This is an optimization exercise on Yosys and OpenROAD, whose aim is small area, a short achievable clock period and few clock cycles per item, not a production implementation.

== run A ==
## cos_unit
module cos_unit (
    input  logic        clock,
    input  logic        arst_n,
    input  logic        clk_en,
    input  logic        start,
    input  logic [31:0] dataa,
    output logic [31:0] result,
    output logic        done
);
Settings: LEC_CHECK=0, ABC_AREA=1, CAP_MARGIN=20, CORE_MARGIN=2, CORE_UTILIZATION=40, SLEW_MARGIN=20; clock period 8.0 ns.
run.sh (not shown) runs the stock make flow with config.mk's settings and CLKGATE_MAP_FILE= SYNTH_SCRIPT=/design/flow/synth_recipe.tcl, a recipe that flattens the netlist after the stock synthesis.
> inputs changed (run A -> run B)
# run A
export LEC_CHECK = 0
export ABC_AREA = 1
export CAP_MARGIN = 20
export CORE_MARGIN = 2
export CORE_UTILIZATION = 40
export SLEW_MARGIN = 20
create_clock -name core_clock -period 8.0 [get_ports {clock}]
# run B
export LEC_CHECK = 0
export ABC_AREA = 1
export CAP_MARGIN = 20
export CORE_MARGIN = 2
export CORE_UTILIZATION = 60
export SETUP_SLACK_MARGIN = 4.5
export SLEW_MARGIN = 20
export TNS_END_PERCENT = 100
create_clock -name core_clock -period 8.0 [get_ports {clock}]
Findings:
Having completed the whole flow, run B delivered a layout that passed the timing, DRC and antenna checks. Final-layout non-clock buffer area share, run A and run B: higher on run B. In terms of final setup skew, run B and run A differ only marginally. Via count | run B above run A. When run B is measured against run A, its post-synthesis to final-layout area growth turns out 11 points higher. Count of placed standard cells including taps of run B falls short of that of run A by a few percent. Diff run A and run B: die area lower in run B. Compare run A and run B | post-route fraction of the period consumed by the critical path lower: run B. Re met1 routing resource usage after global routing: run A and run B aren't equal, and the lower value belongs to run A.
No run of this note included a check of the RTL's function; only the layout flow was run.


Another version of the RTL of cos_unit (not shown whole).
For scale: roughly 3300 cells after synthesis, ~130 flip-flops, about 69 I/O pins, roughly 18000 um2 of cells after synthesis.
==> flow/config.mk <==
export PLATFORM = sky130hd
export DESIGN_NAME = cos_unit
export DESIGN_NICKNAME = cos_unit
export VERILOG_FILES = /design/flow/design.v
export SDC_FILE = /design/flow/constraint.sdc
export NUM_CORES = 4
export LEC_CHECK = 0
export ABC_AREA = 1
export CAP_MARGIN = 20
export CORE_MARGIN = 2
export CORE_UTILIZATION = 45
export SETUP_SLACK_MARGIN = 4.8
export SLEW_MARGIN = 20
export TNS_END_PERCENT = 100
==> flow/constraint.sdc <==
create_clock -name core_clock -period 8.0 [get_ports {clock}]
set_input_delay 1.6000 -clock core_clock [delete_from_list [all_inputs] [get_ports {clock}]]
set_output_delay 1.6000 -clock core_clock [all_outputs]
set_load 0.01 [all_outputs]
standard.sh (not shown) runs the stock make flow with config.mk's settings and CLKGATE_MAP_FILE= SYNTH_SCRIPT=/design/flow/synth_recipe.tcl, a recipe that flattens the netlist after the stock synthesis.
==> flow/flow/run.sh <==
#!/bin/bash
# Standard layout, but the port buffers are buf_2 cells instead of the delay
# buffers buffer_ports picks by default. Full tool output goes to standard_flow.log.
set -euo pipefail
bash standard.sh "BUFFER_PORTS_ARGS=-buffer_cell sky130_fd_sc_hd__buf_2" finish > standard_flow.log 2>&1
Rerun with:
Settings changed: CTS_CLUSTER_DIAMETER from default to 120, CTS_CLUSTER_SIZE from default to 40.
Cell area does not change.
Count of clock-buffer cells in the layout stays the same.
Register-to-register slack is about the same.
Die area is unchanged.
Routed wire length is unchanged.
No functional check of the RTL was part of any run of this note.


epsilon:
Another version of the RTL of cos_unit (not shown whole).
Size: roughly 3300 cells after synthesis, roughly 130 flip-flops, roughly 69 I/O pins, ~0.017 mm² of cells after synthesis.
Settings: LEC_CHECK=0, ABC_AREA=1, CAP_MARGIN=20, CORE_MARGIN=2, CORE_UTILIZATION=45, SETUP_SLACK_MARGIN=4.8, SLEW_MARGIN=20, TNS_END_PERCENT=100; clock period 8.0 ns.
Scripts as last shown in full above: flow/flow/run.sh
Every stage of the flow completed for epsilon, and the final layout passed the timing, DRC and antenna checks.
Setup changes, epsilon to beta
--- a/flow/config.mk
+++ b/flow/config.mk
@@ -12 +12 @@
-export SETUP_SLACK_MARGIN = 4.8
+export SETUP_SLACK_MARGIN = 4.75
Notes after the runs:
beta does better than epsilon on vias after detailed routing. The clock skew of epsilon and that of beta are within noise of each other. Summary of beta over epsilon: routed metal-1 wire length moved down, post-route standard cell area excluding fillers went down. The higher post-route non-filler standard cell count came out of epsilon.
Function was not checked in any run of this note: the RTL went through the layout flow alone.

## what the ideal ports hide
How much do the figures lean on ideal ports? The routed layouts below were timed once more, with nothing changed but the port constraints. Step 1 assumes that a clkbuf_16 drives the clock port and a buf_2 every other input. Step 2 adds t to the input delays and takes it off the output delays; t is the mean of the earliest and latest rising clock arrival at the registers after step 1. Input paths then give back, and output paths get back, about the clock's delay inside the block. a / b / c = ideal / step 1 / step 2; a / b = the first two.
run | t (ns) | setup WS [ns] | hold WS [ns] | worst slew at a driven data input, ns | pins driven straight from the clock port
run A | 0.493 | 3.347 / 3.347 / 3.051 | 0.502 / 0.502 / 0.502 | 0.04 | 1
run B | 0.487 | 4.312 / 4.312 / 4.118 | 0.547 / 0.547 / 0.547 | 0.03 | 1
the first run of note 2 | 0.534 | 4.945 / 4.956 / 4.445 | 0.482 / 0.482 / 0.482 | 0.06 | 1
the second run of note 2 | 0.534 | 4.945 / 4.956 / 4.445 | 0.482 / 0.482 / 0.482 | 0.06 | 1
epsilon | 0.516 | 4.803 / 4.803 / 4.518 | 0.487 / 0.487 / 0.487 | 0.05 | 1
beta | 0.518 | 4.841 / 4.841 / 4.505 | 0.487 / 0.487 / 0.487 | 0.05 | 1
After both steps setup and hold are still met in every run listed.
